Source: an optimization exercise on an open RTL-to-GDS flow (aim: small area). Production flows keep margins and buffers that such runs may drop.
Function was checked by simulation only, so behaviour that the tests miss may differ from the original.
Power figures rest on the tool's default switching activity, not on a simulated workload.

--- design.v ---
package reg_file_pkg;
  localparam int DEF_ADDR_WIDTH = 5;
  localparam int DEF_DATA_WIDTH = 32;
  typedef logic [DEF_ADDR_WIDTH-1:0] addr_t;
  typedef logic [DEF_DATA_WIDTH-1:0] data_t;
  localparam int REG_ZERO = 0;
endpackage
module reg_scoreboard #(
  parameter int NREG = 32
) (
  input  logic clk,
  input  logic rst_n,
  input  logic [NREG-1:0] iss_dec,
  input  logic [NREG-1:0] wb_dec,
  input  logic iss_en,
  input  logic wb_en,
  input  logic same,
  output logic [NREG-1:0] busy,
  output logic sb_err
);
  logic iss_busy, wb_busy, err_now;
  rf_rdbit #(.N(NREG)) u_ib (.sel(iss_dec), .m(busy), .y(iss_busy));
  rf_rdbit #(.N(NREG)) u_wb (.sel(wb_dec), .m(busy), .y(wb_busy));
  assign err_now = (iss_busy && !same) || (wb_en && !wb_busy);
  assign busy[0] = 1'b0;
  for (genvar r = 1; r < NREG; r++) begin : g_b
    logic b;
    always_ff @(posedge clk or negedge rst_n)
      if (!rst_n) b <= 1'b0;
      else b <= iss_dec[r] | (b & ~wb_dec[r]);
    assign busy[r] = b;
  end
  always_ff @(posedge clk or negedge rst_n)
    if (!rst_n) sb_err <= 1'b0;
    else if (err_now) sb_err <= 1'b1;
endmodule
module reg_file_sb #(
  parameter int ADDR_WIDTH = reg_file_pkg::DEF_ADDR_WIDTH,
  parameter int DATA_WIDTH = reg_file_pkg::DEF_DATA_WIDTH,
  parameter int NUM_RD = 2,
  parameter int DBG_REG = 10
) (
  input  logic clk,
  input  logic rst_n,
  input  logic [NUM_RD*ADDR_WIDTH-1:0] rd_addr,
  output logic [NUM_RD*DATA_WIDTH-1:0] rd_data,
  output logic [NUM_RD-1:0] rd_busy,
  output logic stall,
  input  logic iss_valid,
  input  logic [ADDR_WIDTH-1:0] iss_addr,
  input  logic wb_valid,
  input  logic [ADDR_WIDTH-1:0] wb_addr,
  input  logic [DATA_WIDTH-1:0] wb_data,
  output logic [DATA_WIDTH-1:0] dbg_reg,
  output logic sb_err
);
  localparam int NREG = 2**ADDR_WIDTH;
  logic [NREG-1:0][DATA_WIDTH-1:0] mem;
  logic [NREG-1:0] wb_dec, iss_dec, valid, busy, rd_ok;
  logic wb_en, iss_en, same;
  assign wb_en = wb_valid && wb_addr != '0;
  assign iss_en = iss_valid && iss_addr != '0;
  assign same = wb_en && wb_addr == iss_addr;
  always_comb begin
    wb_dec = '0;
    iss_dec = '0;
    for (int r = 1; r < NREG; r++) begin
      wb_dec[r] = wb_valid && wb_addr == ADDR_WIDTH'(r);
      iss_dec[r] = iss_valid && iss_addr == ADDR_WIDTH'(r);
    end
  end
  reg_scoreboard #(.NREG(NREG)) u_sb (
    .clk(clk), .rst_n(rst_n), .iss_dec(iss_dec), .wb_dec(wb_dec), .iss_en(iss_en),
    .wb_en(wb_en), .same(same), .busy(busy), .sb_err(sb_err)
  );
  logic [DATA_WIDTH-1:0] last_wd, dbg_cur;
  logic dbg_wr;
  always_ff @(posedge clk) last_wd <= wb_data;
  always_ff @(posedge clk or negedge rst_n)
    if (!rst_n) dbg_wr <= 1'b0;
    else dbg_wr <= wb_dec[DBG_REG];
  for (genvar j = 0; j < DATA_WIDTH; j++) begin : g_dbg
    rf_wsel u_w (.we(dbg_wr), .we_n(~dbg_wr), .wd(last_wd[j]), .q(dbg_reg[j]), .d(dbg_cur[j]));
  end
  always_ff @(posedge clk or negedge rst_n)
    if (!rst_n) dbg_reg <= '0;
    else dbg_reg <= dbg_cur;
  assign mem[0] = '0;
  assign valid[0] = 1'b0;
  for (genvar r = 1; r < NREG; r++) begin : g_reg
    if (r == DBG_REG) begin : g_dbg
      assign mem[r] = dbg_cur;
      assign valid[r] = 1'b1;
    end else begin : g_st
      logic [DATA_WIDTH-1:0] q, d;
      logic v, we_n;
      assign we_n = ~wb_dec[r];
      for (genvar j = 0; j < DATA_WIDTH; j++) begin : g_w
        rf_wsel u_w (.we(wb_dec[r]), .we_n(we_n), .wd(wb_data[j]), .q(q[j]), .d(d[j]));
      end
      always_ff @(posedge clk) q <= d;
      always_ff @(posedge clk or negedge rst_n)
        if (!rst_n) v <= 1'b0;
        else if (wb_dec[r]) v <= 1'b1;
      assign mem[r] = q;
      assign valid[r] = v;
    end
  end
  assign rd_ok = valid & ~wb_dec;
  for (genvar g = 0; g < NUM_RD; g++) begin : g_rd
    logic [ADDR_WIDTH-1:0] a;
    logic [NREG-1:0] dec, sel;
    logic hit, reiss, busy_a;
    assign a = rd_addr[g*ADDR_WIDTH +: ADDR_WIDTH];
    always_comb begin
      dec = '0;
      for (int r = 1; r < NREG; r++) dec[r] = a == ADDR_WIDTH'(r);
    end
    assign hit = wb_en && wb_addr == a;
    assign reiss = iss_valid && iss_addr == a;
    assign sel = {dec[NREG-1:1] & rd_ok[NREG-1:1], hit};
    for (genvar j = 0; j < DATA_WIDTH; j++) begin : g_b
      logic [NREG-1:0] m;
      for (genvar r = 1; r < NREG; r++) begin : g_m
        assign m[r] = mem[r][j];
      end
      assign m[0] = wb_data[j];
      rf_rdbit #(.N(NREG)) u_rb (.sel(sel), .m(m), .y(rd_data[g*DATA_WIDTH + j]));
    end
    rf_rdbit #(.N(NREG)) u_bz (.sel(dec), .m(busy), .y(busy_a));
    assign rd_busy[g] = busy_a && !(hit && !reiss);
  end
  assign stall = |rd_busy;
endmodule
module rf_wsel (
  input  logic we,
  input  logic we_n,
  input  logic wd,
  input  logic q,
  output logic d
);
  assign d = (we & wd) | (we_n & q);
endmodule
module rf_rdbit #(
  parameter int N = 32
) (
  input  logic [N-1:0] sel,
  input  logic [N-1:0] m,
  output logic y
);
  localparam int NG = (N + 2) / 3;
  logic [3*NG-1:0] s, v;
  logic [NG-1:0] n;
  assign s = (3*NG)'(sel);
  assign v = (3*NG)'(m);
  for (genvar k = 0; k < NG; k++) begin : g_k
    rf_aoi3 u_a (.s(s[3*k +: 3]), .v(v[3*k +: 3]), .y_n(n[k]));
  end
  assign y = ~&n;
endmodule
module rf_aoi3 (
  input  logic [2:0] s,
  input  logic [2:0] v,
  output logic y_n
);
  assign y_n = ~|(s & v);
endmodule
--- flow/run.sh ---
#!/bin/bash
# Standard ORFS layout with two changes:
#  - clock tree built from clkbuf_4 leaf clusters of up to 8 sinks, without dummy loads
#  - port buffers are buf_2 instead of the default cell
# make's output goes to make.log; each ORFS step keeps its own log under orfs/logs.
set -euo pipefail
export CTS_ARGS="-sink_clustering_enable -repair_clock_nets -dont_use_dummy_load -buf_list sky130_fd_sc_hd__clkbuf_4 -sink_clustering_size 8 -sink_clustering_max_diameter 50"
export BUFFER_PORTS_ARGS="-buffer_cell sky130_fd_sc_hd__buf_2"
bash standard.sh > make.log 2>&1
--- standard.sh ---
#!/bin/bash
# synth_recipe.tcl (not shown) runs the flow's synth.tcl, then flattens the netlist and writes it again
# the make line also repeats each setting of config.mk as NAME=value (left out here)
make -C /OpenROAD-flow-scripts/flow DESIGN_CONFIG=/design/flow/config.mk WORK_HOME=/design/flow/orfs CLKGATE_MAP_FILE= SYNTH_SCRIPT=/design/flow/synth_recipe.tcl "${@:-finish}"
--- config.mk ---
export PLATFORM = sky130hd
export DESIGN_NAME = reg_file_sb
export DESIGN_NICKNAME = reg_file_sb
export VERILOG_FILES = /design/flow/design.v
export SDC_FILE = /design/flow/constraint.sdc
export NUM_CORES = 4
export LEC_CHECK = 0
export CAP_MARGIN = 20
export CORE_MARGIN = 2
export CORE_UTILIZATION = 45
export SLEW_MARGIN = 20
export SYNTH_HIERARCHICAL = 1
--- constraint.sdc ---
create_clock -name core_clock -period 10.0 [get_ports {clk}]
set_input_delay 2.0000 -clock core_clock [delete_from_list [all_inputs] [get_ports {clk}]]
set_output_delay 2.0000 -clock core_clock [all_outputs]
set_load 0.01 [all_outputs]
==> run notes, run 1 <==
The power share of the combinational group came out at 0.149. The DRC violation count after routing was 0; the final cell count without fillers was 5426. Dividing the detail-routed wire length by the instance count gives 38.03 um. The maximum vdd drop is 0.1256 mV. The end of the worst register-to-register path was dbg_reg[1]. Hold-critical path endpoint: dbg_reg[9].

The tools report the arrival time reported for the critical path endpoint as 6.07 ns. In this run the worst hold path is classified as reg2reg. The worst setup path is captured at an output port. Setup repair after global routing left no endpoint under its margin.

TritonCTS built the clock tree. The cell at the root of the clock tree is sky130_fd_sc_hd__clkbuf_4. Derived from the worst setup path, the maximum achievable clock frequency is 0.1239 GHz.

The number of buffers on the longest clock path is 3, and the met3 track demand over resource is 0.1455. The overall via count from detail_route is 42967. The HPWL after detailed placement is 117200 um. Max-cap violations in this run came to 0.

By startpoint and endpoint, the worst setup path is classified as in2out. The number of instances in the placed design is 5250, and the total setup violations reported at the end of the flow is 0. The share of power burned in registers was 0.615. Pin placement for this block handled 156 I/O pins.

The number of antenna violations at the first check in global routing came out at 9. The run finished with no timing, DRC or antenna violations. Origin of the critical flop-to-flop path: dbg_wr. The number of flip-flops under the largest register name was 960; the initial DRC count was 10473. Leaving out fill and tap cells, the most frequent cells in the layout are sky130_fd_sc_hd__a22o_1, sky130_fd_sc_hd__dfxtp_1, sky130_fd_sc_hd__a222oi_1. The largest driver fanout on the critical path is 36, and the layout overhead on the synthesized area is 11.49%. The die extent in x came out at 312.8 um.

The switching part of the total power works out to 0.3054. Hold repair after CTS inserted 0 buffers. Starting density of the core: 0.4531.

The die footprint was 97870 um2; the number of placement rows was 113. The flop-to-flop setup slack is 7.76 ns. In this run the cell area of the synthesized design comes to 42920 um2. The count of nets left with antenna violations once routing finished came out at 0. The static leakage was 19.78 nW. Dividing the detail-routed via count by the number of cells gives 7.919. The logs give 4202 for the final net count and 2.198 ns for the worst slack at placement. STA classifies the critical path startpoint as an input port. Summing all non-filler instances in the final layout gives an area of 47850 um2.

For the total track usage, the log shows 0.4017. The count of warnings emitted by yosys is 8, and the number of max-slew violations in the final report is 0. Count of clock tree sinks: 1087. Final cycle utilization of the critical path: 0.8072. After clock tree synthesis, the clock-pin slew on the worst setup and hold paths is 0.09 ns. The vertical extent of the die is 312.8 um.

The design draws 0.009536 W. At the end of routability-driven placement, the weighted congestion stood at 0.9452. The pin count of the biggest net entering global routing is 66, and the normalized max-slew margin is 0.1905. For the pin with the worst max-slew slack, the measured transition is 1.210 ns. The internal power summed over all cells was 0.006624 W. Post-CTS repair changed the size of 0 cells.

A synthesized cell averages 11.68 um2. The clock tree skew after final layout is 0.1053 ns, and the port buffer count is 155. Measured in cells, the most critical reg-to-reg path has a length of 4.

The number of buffers inserted during clock tree synthesis is 159. The busiest layer in global routing was met2. The share of layout cells above drive strength 1 was 0.1368; the synthesized instance count was 3676. The minimum period implied by the final worst setup slack was 8.072 ns; the number of H-tree levels was 4. At the later pin of the worst-skew pair, clock insertion delay measures 1.11 ns.

The post-placement cell area is 46610 um2, and the post-CTS setup buffer count is 0. The first-pass GRT wire length came out at 288900 um. The tools report the smallest setup slack after layout as 1.928 ns.

STA puts the critical path data required time at 8.00 ns. The run gives 0.5460 as the met2 usage in global routing. The pre-antenna-repair detailed-routing pass consisted of 13 iterations. After global routing the overflow that remains totals 0. The tools report the clock share of power as 0.236.

The startpoint identified for the worst hold timing path is last_wd[9]. The final-report hold violation count is 0, and the number of cells traversed by the worst hold path is 1. In the final timing run, aggregate negative setup slack is 0 ns.

The met1 usage in global routing is 0.5436. The run gives 206400 um as the total routed wirelength. The power per cell area is 199.3 nW/um2, and the count of fill cells added during filler insertion is 8592.

The tools report the number of global-route vias before repair as 40067. Area of the core: 94730 um2. The run gives 0.002912 W as the switching power total.
power groups by stage:
stage | combinational (W) | clock (W) | sequential (W)
detailed placement | 0.00138 | 0 | 0.00590
CTS | 0.00138 | 0.00226 | 0.00582
finish | 0.00142 | 0.00226 | 0.00586
global route | 0.00150 | 0.00245 | 0.00595
global placement | 0.00134 | 0 | 0.00590
floorplan | 0.000945 | 0 | 0.00574
metrics by stage:
stage	hold WS [ns]	util
after floorplan	0.4346	-
after global placement	0.4482	0.4921
after detailed placement	0.4520	0.4921
after CTS	0.4723	0.5047
after global routing	0.4757	0.5050
final	0.4495	0.5051
worst max-delay path: stages:
cell and delay [ns]:
sky130_fd_sc_hd__buf_2 0.14, sky130_fd_sc_hd__nand2b_1 0.22, sky130_fd_sc_hd__nor3_1 0.48, sky130_fd_sc_hd__nand2_2 0.75, sky130_fd_sc_hd__and3_2 0.93, sky130_fd_sc_hd__a222oi_1 0.48, sky130_fd_sc_hd__nand4_1 0.34, sky130_fd_sc_hd__or3_1 0.53
sky130_fd_sc_hd__buf_2 0.17
cell type report:
class | count | area (um2) | area share
well taps | 1265 | 1583 | 0.03308
inverters | 66 | 247.7 | 0.005177
clock buffers | 159 | 1194 | 0.02494
multi-input cells | 2530 | 20660 | 0.4319
repair buffers | 302 | 1882 | 0.03933
diodes | 17 | 42.54 | 0.0008890
flip-flops and latches | 1087 | 22240 | 0.4647
routing by layer:
layer  vias to the layer above  wire [um]  share of wire
met5                         -         20       0.000097
met4                         2      12990          0.063
met3                       664      33820           0.16
met2                      4089      82190           0.40
met1                     20881      77340           0.37
li1                      17331          -              -
how the worst max path moves through the flow:
stage	endpoint	slack, ns	startpoint
after floorplan	rd_data[0]	2.49	wb_addr[0]
after global placement	rd_data[41]	2.21	wb_addr[3]
after detailed placement	rd_data[41]	2.20	wb_addr[3]
after CTS	rd_data[42]	2.20	wb_addr[3]
after global routing	rd_data[41]	1.94	wb_addr[3]
final	rd_data[41]	1.93	wb_addr[3]
==> run 2: changes to the inputs <==
==> flow/run.sh (replaced) <==
#!/bin/bash
# Standard ORFS layout with two changes:
#  - clock tree built from clkbuf_4 leaf clusters of up to 8 sinks, without dummy loads
#  - port buffers are buf_1 instead of the default cell
# make's output goes to make.log; each ORFS step keeps its own log under orfs/logs.
set -euo pipefail
export CTS_ARGS="-sink_clustering_enable -repair_clock_nets -dont_use_dummy_load -buf_list sky130_fd_sc_hd__clkbuf_4 -sink_clustering_size 8 -sink_clustering_max_diameter 50"
export BUFFER_PORTS_ARGS="-buffer_cell sky130_fd_sc_hd__buf_1"
bash standard.sh > make.log 2>&1
==> run 2 against run 1 <==
  * Critical path depth increased by 1
  * Cell area fell by 0.13%
  * Sequential cell count stayed put
  * Core utilization shrank 0.063 points
  * Maximum frequency is 3.4% lower
  * Total power grew 0.44%
  * Count of clock-buffer cells in the layout rose by 1
  * Highest routed layer unchanged
  * First-iteration DRC count rose by 2.4%
  * Sequential power about the same
  * Area after synthesis is the same
  * Setup slack worse by 0.28 ns
  * Non-clock buffer count grew 9
==> run notes, run 2 <==
The post-synth design cell area was 42920 um2 (unchanged). The origin of the critical flop-to-flop path is dbg_wr. The run gives 8618 (+0.30%) as the count of fill cells added during filler insertion.

The actual slew at the worst max-slew pin is 1.180 ns (-0.03006 ns), and the final RePlAce weighted congestion is 0.9346 (-1.1%). The total track usage is 0.4124 (+0.01066), and the total negative slack is 0 ns (unchanged). The tree is rooted in a sky130_fd_sc_hd__clkbuf_4. The die extent in x was 312.8 um (unchanged); the number of max-slew violations in the final report was 0 (unchanged). The buffer and inverter count on the worst path works out to 3 (+1). The count of warnings emitted by yosys came out at 8 (unchanged).

The share of layout cells above drive strength 1 is 0.1093 (-0.02753). The pin count of the biggest net entering global routing is 50 (-24%). The count of cells resized by post-cts repair is 0 (unchanged), and the number of buffers on the longest clock path is 3 (unchanged). The run gives 4212 (+0.24%) as the final net count. In this design, the critical path's most frequently occurring cell is sky130_fd_sc_hd__buf_1. The tools report the switching power total as 0.002968 W (+1.9%). The total power draw came out at 0.009578 W (+0.44%).

The run gives 17 (+4) as the number of iterations in the first detailed-routing pass. The final-report hold violation count came out at 0 (unchanged). Internal power summed over all cells: 0.006610 W (-0.21%). The vias per cell was 8.023 (+1.3%); the clock share of power was 0.239 (+0.003). The tools report the achievable clock frequency as 0.1197 GHz (-3.4%).

The logs give 156 (unchanged) for the number of placed I/O pins and 113 (unchanged) for the number of placement rows. The number of hold-repair buffers added at the cts stage was 0 (unchanged); the synthesized instance count was 3676 (unchanged). Clock tree skew after final layout: 0.06074 ns (-0.04452 ns). The startpoint of the most critical hold path is g_reg[26].g_st.v. The final routed wire length divided by cell count works out to 39.00 um (+2.5%).

The number of global-route vias before repair is 40971 (+2.3%). The starting density of the core was 0.4531 (unchanged); the static leakage was 19.45 nW (-1.6%). The port buffer count came out at 155 (unchanged). The data required time at the worst endpoint is 8.00 ns (about the same), and the final cycle utilization of the critical path is 0.8352 (+0.02799). The DRC violation count after routing was 0 (unchanged); the first-pass GRT wire length was 295900 um (+2.4%). The vertical extent of the die was 312.8 um (unchanged).

The run gives 0 (unchanged) as the leftover overflow at the end of global routing. TritonCTS built the clock tree. The core utilization of the finished layout came out at 0.5045 (-0.0006340). The number of buffers inserted during clock tree synthesis was 160 (+0.63%); the power share of the combinational group was 0.148 (about the same).

The power per cell area is 200.4 nW/um2 (+0.56%). Largest driver fanout on the critical path: 35 (-2.8%). The type of the worst setup path was in2out.

The switching part of the total power is 0.3099 (+0.004457), and the clock transition at the registers of the reported paths is 0.07 ns (-0.02 ns). The flop-to-flop setup slack is 7.65 ns (-0.11 ns). For the smallest hold slack, the log shows 0.4710 ns (+0.02157 ns). The worst setup path is captured at an output port.

Setup repair after global routing left no endpoint under its margin. The critical path starts at wb_addr[4]. The worst stage delay on the critical path is 0.92 ns (about the same). The tools report the arrival time reported for the critical path endpoint as 6.35 ns (+0.28 ns). The count of clock tree sinks is 1087 (unchanged), and the insertion delay of the later-clocked pin in the worst-skew pair is 1.17 ns (+0.06 ns). The normalized max-slew margin is 0.2106 (+0.02011). The run gives 5435 (+0.17%) as the final cell count without fillers.

The kind of cell adding the most delay to the critical path is simple AND/OR/NAND/NOR gates. The tools report the die footprint as 97870 um2 (unchanged). The area growth from synthesis to layout is 11.35%. For the number of instances in the placed design, the log shows 5257 (+0.13%). The total setup violations reported at the end of the flow was 0 (unchanged). The largest individual stage delay along the critical path comes from the cell sky130_fd_sc_hd__nand2_2.

The path class of the tightest hold or removal check is reg2reg. The total routed wirelength was 212000 um (+2.7%). The run gives 10728 (+2.4%) as the initial DRC count. Number of nets with antenna violations after routing: 0 (unchanged). The top cell types in the final layout, fill and taps aside, are sky130_fd_sc_hd__a22o_1, sky130_fd_sc_hd__dfxtp_1, sky130_fd_sc_hd__a222oi_1. The run gives 0 (unchanged) as the post-CTS setup buffer count. The number of flip-flops under the largest register name was 960 (unchanged). The flow ran to the end and the layout has no timing, DRC or antenna violations. For the number of H-tree levels, the log shows 4 (unchanged). Number of antenna violations at the first check in global routing: 15 (+6).

The area of the core was 94730 um2 (unchanged). The run gives 0 (unchanged) as the count of maximum capacitance violations. The tools report the overall via count from detail_route as 43606 (+1.5%). The run gives 120600 um (+2.9%) as the detailed placement HPWL. The run gives 0.614 (about the same) as the share of power burned in registers. The run gives 0.1251 mV (-0.47%) as the maximum vdd drop.

The worst setup path is launched from an input port. Traced cell by cell, the critical path runs through buf_1, nor2b_1, nand2_2, nand2_1, nor3_2, buf_4, a222oi_1, nand4_1, or3_1, buf_1. The mean instance size in the synthesized netlist works out to 11.68 um2 (unchanged).

The minimum period implied by the final worst setup slack is 8.352 ns (+0.2799 ns).
[run 2: cell count changes in the layout (fill, tap and decap cells not counted), sizes merged]
cell | previous run | this run
clkbuf | 159 | 188
inv | 50 | 54
buf | 302 | 283
diode | 17 | 16
clkinv | 16 | 12
[run 2: power groups by stage]
stage / combinational [W] / sequential (W) / clock [W]
floorplan: 0.000945 / 0.00574 / 0
global placement: 0.00133 / 0.00591 / 0
detailed placement: 0.00137 / 0.00592 / 0
CTS: 0.00137 / 0.00583 / 0.00228
global route: 0.00149 / 0.00596 / 0.00245
finish: 0.00141 / 0.00588 / 0.00229
[run 2: worst paths after layout]
| check | cells after the start | end |
|---|---|---|
| min in group asynchronous | 1 | g_reg[1].g_st.v |
| min reg2reg | 1 | g_reg[26].g_st.v |
| max in group asynchronous | 2 | dbg_wr |
| min | 1 | g_reg[26].g_st.v |
| max reg2reg | 4 | dbg_reg[6] |
| max | 10 | rd_data[9] |
[run 2: area by class of cell]
cell class | count | area (um2) | area share
Tap cell | 1265 | 1583 | 0.03312
Clock buffer | 160 | 1201 | 0.02513
Antenna cell | 16 | 40.04 | 0.0008378
Inverter | 66 | 249.0 | 0.005210
Multi-Input combinational cell | 2530 | 20660 | 0.4324
Sequential cell | 1087 | 22240 | 0.4653
Timing Repair Buffer | 311 | 1815 | 0.03799
[run 2: routing by layer]
layer / routed length [um] / GRT usage
met5: 120 / 0.006770
met4: 13720 / 0.2374
met3: 35380 / 0.1613
met1: 79800 / 0.5529
met2: 82950 / 0.5589
[run 2: through the flow]
| step | instance area, um2 | worst slack [ns] |
|---|---|---|
| floorplan | 43200 | 2.489 |
| global placement | 46510 | 2.050 |
| detailed placement | 46510 | 1.970 |
| CTS | 47710 | 1.969 |
| global route | 47770 | 1.696 |
| finish | 47790 | 1.648 |

re-timing with driven ports:
The results above use ideal ports. As a check the final layouts listed here were re-extracted and re-timed, cells and wires unchanged. Step 1 (the two cells are an assumption about what drives the block):
set clk [get_ports {clk}]
set_driving_cell -lib_cell sky130_fd_sc_hd__clkbuf_16 $clk
set_driving_cell -lib_cell sky130_fd_sc_hd__buf_2 [delete_from_list [all_inputs] $clk]
Step 2 also shifts input and output timing later by t, the mid clock arrival at the registers, as if the neighbouring blocks saw the same clock. a / b / c = ideal / step 1 / step 2; a / b = the first two.
run | t (ns) | setup slack, ns | hold WS [ns] | worst register clock-pin slew, ns
run 1 | 1.164 | 1.928 / 1.907 / 1.907 | 0.449 / 0.449 / 0.449 | 0.11 / 0.11
run 2 | 1.214 | 1.648 / 1.617 / 1.617 | 0.471 / 0.471 / 0.471 | 0.11 / 0.11
After both steps setup and hold are still met in every run listed. The setup slack of run 2, which loses most, moves by -0.031 ns with the drivers and by -0.031 ns with both steps.
